This is an optimization exercise on Yosys and OpenROAD, whose aim is small area and a short achievable clock period, not a production implementation.
Power is estimated from default activity; no workload was simulated.

Setup of old:
==> module dmem_rd2, before the edit <==
module dmem_rd2 (
    input  logic s0,
    input  logic d0,
    input  logic s1,
    input  logic d1,
    output logic y_n
);
    assign y_n = ~((s0 & d0) | (s1 & d1));
endmodule
==> module dmem_nor2, before the edit <==
module dmem_nor2 (
    input  logic a,
    input  logic b,
    output logic y
);
    assign y = ~(a | b);
endmodule
==> module dmem_nand4_off, before the edit <==
module dmem_nand4_off (
    input  logic a,
    input  logic b,
    input  logic c,
    input  logic d,
    input  logic off,
    output logic y
);
    assign y = ~((a & b & c & d) | off);
endmodule
==> module dmem_responder, before the edit <==
module dmem_responder #(
    parameter int ADDR_W      = 8,
    parameter int DATA_W      = 32,
    parameter int WAIT_CYCLES = 2
) (
    input  logic              clk,
    input  logic              reset,
    input  logic              req_valid,
    output logic              req_ready,
    input  logic              req_we,
    input  logic [31:0]       req_addr,
    input  logic [DATA_W-1:0] req_wdata,
    input  logic [3:0]        req_be,
    output logic              rsp_valid,
    output logic [DATA_W-1:0] rsp_rdata,
    output logic              rsp_err
);
    localparam int DEPTH = 64;
    localparam int LANES = 4;
    logic rdy_q, p1_q, p2_q, p3_q, rv_q;
    logic ready_q;
    logic [DEPTH-1:0] wsel;      
    logic             err_q;     
    logic             nold_q;    
    logic [DATA_W-1:0] wd_q;
    logic [LANES-1:0]  lane_q;
    logic [DATA_W-1:0] rdata_q;
    logic              rerr_q;
    logic in_err;
    assign in_err = (|req_addr[1:0]) | (|req_addr[31:ADDR_W]);
    always_ff @(posedge clk) begin
        if (!reset) begin
            rdy_q   <= 1'b1;
            ready_q <= 1'b1;
            p1_q  <= 1'b0;
            p2_q  <= 1'b0;
            p3_q  <= 1'b0;
            rv_q  <= 1'b0;
        end else begin
            rdy_q   <= (rdy_q & ~req_valid) | p3_q;
            ready_q <= (ready_q & ~req_valid) | p3_q;
            p1_q  <= rdy_q & req_valid;
            p2_q  <= p1_q;
            p3_q  <= p2_q;
            rv_q  <= p3_q;
        end
    end
    always_ff @(posedge clk) begin
        if (rdy_q) begin
            err_q  <= in_err;
            nold_q <= req_we | in_err;
        end
        wd_q <= req_wdata;
        for (int l = 0; l < LANES; l++)
            lane_q[l] <= reset & rdy_q & req_valid & req_we & ~in_err & req_be[l];
    end
    logic rdy_n;
    logic [DEPTH-1:0] wsel_d;
    assign rdy_n = ~rdy_q;
    for (genvar w = 0; w < DEPTH; w++) begin : g_sel
        dmem_bit_mux u_mux (
            .s (rdy_q),
            .a (req_addr[7:2] == 6'(w)),
            .sn(rdy_n),
            .b (wsel[w]),
            .y (wsel_d[w])
        );
    end
    always_ff @(posedge clk) wsel <= wsel_d;
    logic [DATA_W-1:0] mem   [DEPTH];
    logic [DATA_W-1:0] mem_d [DEPTH];
    for (genvar w = 0; w < DEPTH; w++) begin : g_word
        for (genvar l = 0; l < LANES; l++) begin : g_lane
            logic wr, wr_n;
            assign wr_n = ~(wsel[w] & lane_q[l]);
            assign wr   = ~wr_n;
            for (genvar b = 8*l; b < 8*l+8; b++) begin : g_bit
                dmem_bit_mux u_mux (
                    .s (wr),
                    .a (wd_q[b]),
                    .sn(wr_n),
                    .b (mem[w][b]),
                    .y (mem_d[w][b])
                );
            end
        end
        always_ff @(posedge clk) mem[w] <= mem_d[w];
    end
    logic [DATA_W-1:0] rd;
    for (genvar b = 0; b < DATA_W; b++) begin : g_rbit
        logic [31:0] p_n;     
        logic [7:0]  o8;      
        logic [3:0]  o16_n;   
        for (genvar g = 0; g < 32; g++) begin : g_pair
            dmem_rd2 u_rd (
                .s0(wsel[2*g]),   .d0(mem[2*g][b]),
                .s1(wsel[2*g+1]), .d1(mem[2*g+1][b]),
                .y_n(p_n[g])
            );
        end
        for (genvar k = 0; k < 8; k++) begin : g_o8
            dmem_nand4 u_n4 (
                .a(p_n[4*k]), .b(p_n[4*k+1]), .c(p_n[4*k+2]), .d(p_n[4*k+3]),
                .y(o8[k])
            );
        end
        for (genvar k = 0; k < 4; k++) begin : g_o16
            dmem_nor2 u_o2 (.a(o8[2*k]), .b(o8[2*k+1]), .y(o16_n[k]));
        end
        dmem_nand4_off u_fin (
            .a(o16_n[0]), .b(o16_n[1]), .c(o16_n[2]), .d(o16_n[3]),
            .off(nold_q), .y(rd[b])
        );
    end
    always_ff @(posedge clk) begin
        rdata_q <= rd;
        rerr_q  <= err_q;
    end
    assign req_ready = ready_q;
    assign rsp_valid = rv_q;
    assign rsp_rdata = rdata_q;
    assign rsp_err   = rerr_q;
endmodule
export LEC_CHECK = 0
export CAP_MARGIN = 20
export CORE_MARGIN = 2
export CORE_UTILIZATION = 50
export CTS_BUF_LIST = sky130_fd_sc_hd__clkbuf_16
export CTS_CLUSTER_DIAMETER = 80
export CTS_CLUSTER_SIZE = 25
export SLEW_MARGIN = 20
export SYNTH_HIERARCHICAL = 1
create_clock -name core_clock -period 4.5 [get_ports {clk}]
standard.sh (not shown) runs the stock make flow with config.mk's settings and CLKGATE_MAP_FILE= SYNTH_SCRIPT=/design/flow/synth_recipe.tcl, a recipe that flattens the netlist after the stock synthesis.
==> flow/flow/run.sh <==
#!/bin/bash
# Standard ORFS layout with two changes:
#  - after the standard synthesis, combinational cells are swapped to the
#    smallest drive strength of their family (flow/downsize.tcl); timing
#    repair sizes them up again where needed;
#  - a setup slack margin for the timing repair in CTS and global routing
#    only (the floorplan's sizing pass runs without it).
# Each step's output goes to its own log here.
set -euo pipefail
MARGIN=2.35
HERE=$(pwd)
RES=$HERE/orfs/results/sky130hd/dmem_responder/base
bash standard.sh synth > log_synth.txt 2>&1
SYNTH_ODB=$RES/1_synth.odb openroad -no_init -exit flow/downsize.tcl > log_downsize.txt 2>&1
bash standard.sh floorplan > log_floorplan.txt 2>&1
bash standard.sh SETUP_SLACK_MARGIN=$MARGIN BUFFER_PORTS_ARGS="-buffer_cell sky130_fd_sc_hd__buf_4" place > log_place.txt 2>&1
bash standard.sh SETUP_SLACK_MARGIN=$MARGIN cts > log_cts.txt 2>&1
bash standard.sh SETUP_SLACK_MARGIN=$MARGIN route > log_route.txt 2>&1
bash standard.sh SETUP_SLACK_MARGIN=$MARGIN finish > log_finish.txt 2>&1
==> flow/flow/downsize.tcl <==
# Swap each combinational cell of the synthesized netlist to the smallest
# cell of its family (same function, other drive strength). Timing repair
# later sizes up what the timing needs. Flip-flops, buffers, inverters and
# tie cells are left alone.
set db [ord::get_db]
read_db $::env(SYNTH_ODB)
set masters [dict create]
foreach lib [$db getLibs] {
  foreach m [$lib getMasters] {
    set n [$m getName]
    if {[regexp {^(sky130_fd_sc_hd__[a-z0-9]+)_([0-9]+)$} $n -> fam sz]} {
      if {[string match "*lpflow*" $n] || [string match "*probe*" $n]} { continue }
      set w [$m getWidth]
      if {![dict exists $masters $fam] || $w < [lindex [dict get $masters $fam] 1]} {
        dict set masters $fam [list $m $w]
      }
    }
  }
}
set skip {^sky130_fd_sc_hd__(df|edf|sdf|dl|buf|clk|inv|conb|tap|fill|decap|diode|mux)}
set n 0
foreach inst [[$db getChip] getBlock] { }
foreach inst [[[$db getChip] getBlock] getInsts] {
  set mn [[$inst getMaster] getName]
  if {[regexp $skip $mn]} { continue }
  if {[regexp {^(sky130_fd_sc_hd__[a-z0-9]+)_([0-9]+)$} $mn -> fam sz]} {
    set best [lindex [dict get $masters $fam] 0]
    if {[$best getName] ne $mn} {
      $inst swapMaster $best
      incr n
    }
  }
}
puts "downsize: swapped $n instances"
write_db $::env(SYNTH_ODB)
Having completed the whole flow, old delivered a layout that passed the timing, DRC and antenna checks.
Setup changes, old to new
diff --git a/flow/design.v b/flow/design.v
--- a/flow/design.v
+++ b/flow/design.v
@@ -6,16 +6,18 @@
     output logic y
 );
     assign y = (s & a) | (sn & b);
 endmodule
-module dmem_rd2 (
+module dmem_rd3 (
     input  logic s0,
     input  logic d0,
     input  logic s1,
     input  logic d1,
+    input  logic s2,
+    input  logic d2,
     output logic y_n
 );
-    assign y_n = ~((s0 & d0) | (s1 & d1));
+    assign y_n = ~((s0 & d0) | (s1 & d1) | (s2 & d2));
 endmodule
 module dmem_nand4 (
     input  logic a,
     input  logic b,
@@ -24,24 +26,23 @@
     output logic y
 );
     assign y = ~(a & b & c & d);
 endmodule
-module dmem_nor2 (
-    input  logic a,
-    input  logic b,
-    output logic y
-);
-    assign y = ~(a | b);
-endmodule
-module dmem_nand4_off (
+module dmem_nor3 (
     input  logic a,
     input  logic b,
     input  logic c,
-    input  logic d,
+    output logic y
+);
+    assign y = ~(a | b | c);
+endmodule
+module dmem_nand2_off (
+    input  logic a,
+    input  logic b,
     input  logic off,
     output logic y
 );
-    assign y = ~((a & b & c & d) | off);
+    assign y = ~((a & b) | off);
 endmodule
 module dmem_responder #(
     parameter int ADDR_W      = 8,
     parameter int DATA_W      = 32,
@@ -131,31 +132,30 @@
         always_ff @(posedge clk) mem[w] <= mem_d[w];
     end
     logic [DATA_W-1:0] rd;
     for (genvar b = 0; b < DATA_W; b++) begin : g_rbit
-        logic [31:0] p_n;     
-        logic [7:0]  o8;      
-        logic [3:0]  o16_n;   
-        for (genvar g = 0; g < 32; g++) begin : g_pair
-            dmem_rd2 u_rd (
-                .s0(wsel[2*g]),   .d0(mem[2*g][b]),
-                .s1(wsel[2*g+1]), .d1(mem[2*g+1][b]),
-                .y_n(p_n[g])
+        logic [21:0] grp_n;   
+        logic [5:0]  o12;     
+        logic [1:0]  o32_n;   
+        for (genvar g = 0; g < 21; g++) begin : g_grp
+            dmem_rd3 u_rd (
+                .s0(wsel[3*g]),   .d0(mem[3*g][b]),
+                .s1(wsel[3*g+1]), .d1(mem[3*g+1][b]),
+                .s2(wsel[3*g+2]), .d2(mem[3*g+2][b]),
+                .y_n(grp_n[g])
             );
         end
-        for (genvar k = 0; k < 8; k++) begin : g_o8
+        assign grp_n[21] = ~(wsel[63] & mem[63][b]);
+        for (genvar k = 0; k < 5; k++) begin : g_o12
             dmem_nand4 u_n4 (
-                .a(p_n[4*k]), .b(p_n[4*k+1]), .c(p_n[4*k+2]), .d(p_n[4*k+3]),
-                .y(o8[k])
+                .a(grp_n[4*k]), .b(grp_n[4*k+1]), .c(grp_n[4*k+2]), .d(grp_n[4*k+3]),
+                .y(o12[k])
             );
         end
-        for (genvar k = 0; k < 4; k++) begin : g_o16
-            dmem_nor2 u_o2 (.a(o8[2*k]), .b(o8[2*k+1]), .y(o16_n[k]));
-        end
-        dmem_nand4_off u_fin (
-            .a(o16_n[0]), .b(o16_n[1]), .c(o16_n[2]), .d(o16_n[3]),
-            .off(nold_q), .y(rd[b])
-        );
+        assign o12[5] = ~(grp_n[20] & grp_n[21]);
+        dmem_nor3 u_o3a (.a(o12[0]), .b(o12[1]), .c(o12[2]), .y(o32_n[0]));
+        dmem_nor3 u_o3b (.a(o12[3]), .b(o12[4]), .c(o12[5]), .y(o32_n[1]));
+        dmem_nand2_off u_fin (.a(o32_n[0]), .b(o32_n[1]), .off(nold_q), .y(rd[b]));
     end
     always_ff @(posedge clk) begin
         rdata_q <= rd;
         rerr_q  <= err_q;
Taking old as the reference, in new cell total after placement went down 6.2%, part of the cycle the worst path needs went up 1.6 points, sequential share of layout area went up 0.62 points. new did not stop at any stage, and its layout met the timing, DRC and antenna checks. The run with more setup slack is old; new has less. Run comparison: old highest-delay cell along the critical path dfxtp_4; new highest-delay cell along the critical path a222oi_1. Logic gate share of total power (new over old): increase, 0.4 points. In new relative to old, standard-cell row count had gone down slightly.
No functional check of the RTL was part of any run of this note.

==> port drivers added, routing unchanged <==
No port has a modelled driver above. Below, the same layouts with a new extraction and two added sets of constraints. Step 1 sets driving cells, clkbuf_16 on the clock port and buf_2 on the other inputs (assumed; they add their load-dependent delay and slew). Step 2, shift: input delay + t, output delay - t, t = (earliest + latest rising clock arrival at the registers) / 2. This alone moves slack from input paths to output paths. Three values: ideal, step 1, step 2; two values: the first two.
run	t, ns	setup slack, ns	worst data-port slew with drivers (ns)
old	0.855	2.213 / 2.120 / 2.114	0.17
new	0.831	2.142 / 2.142 / 2.058	0.17
After both steps every run listed still meets setup and hold. The setup slack of old, which loses most, moves by -0.093 ns with the drivers and by -0.099 ns with both steps.
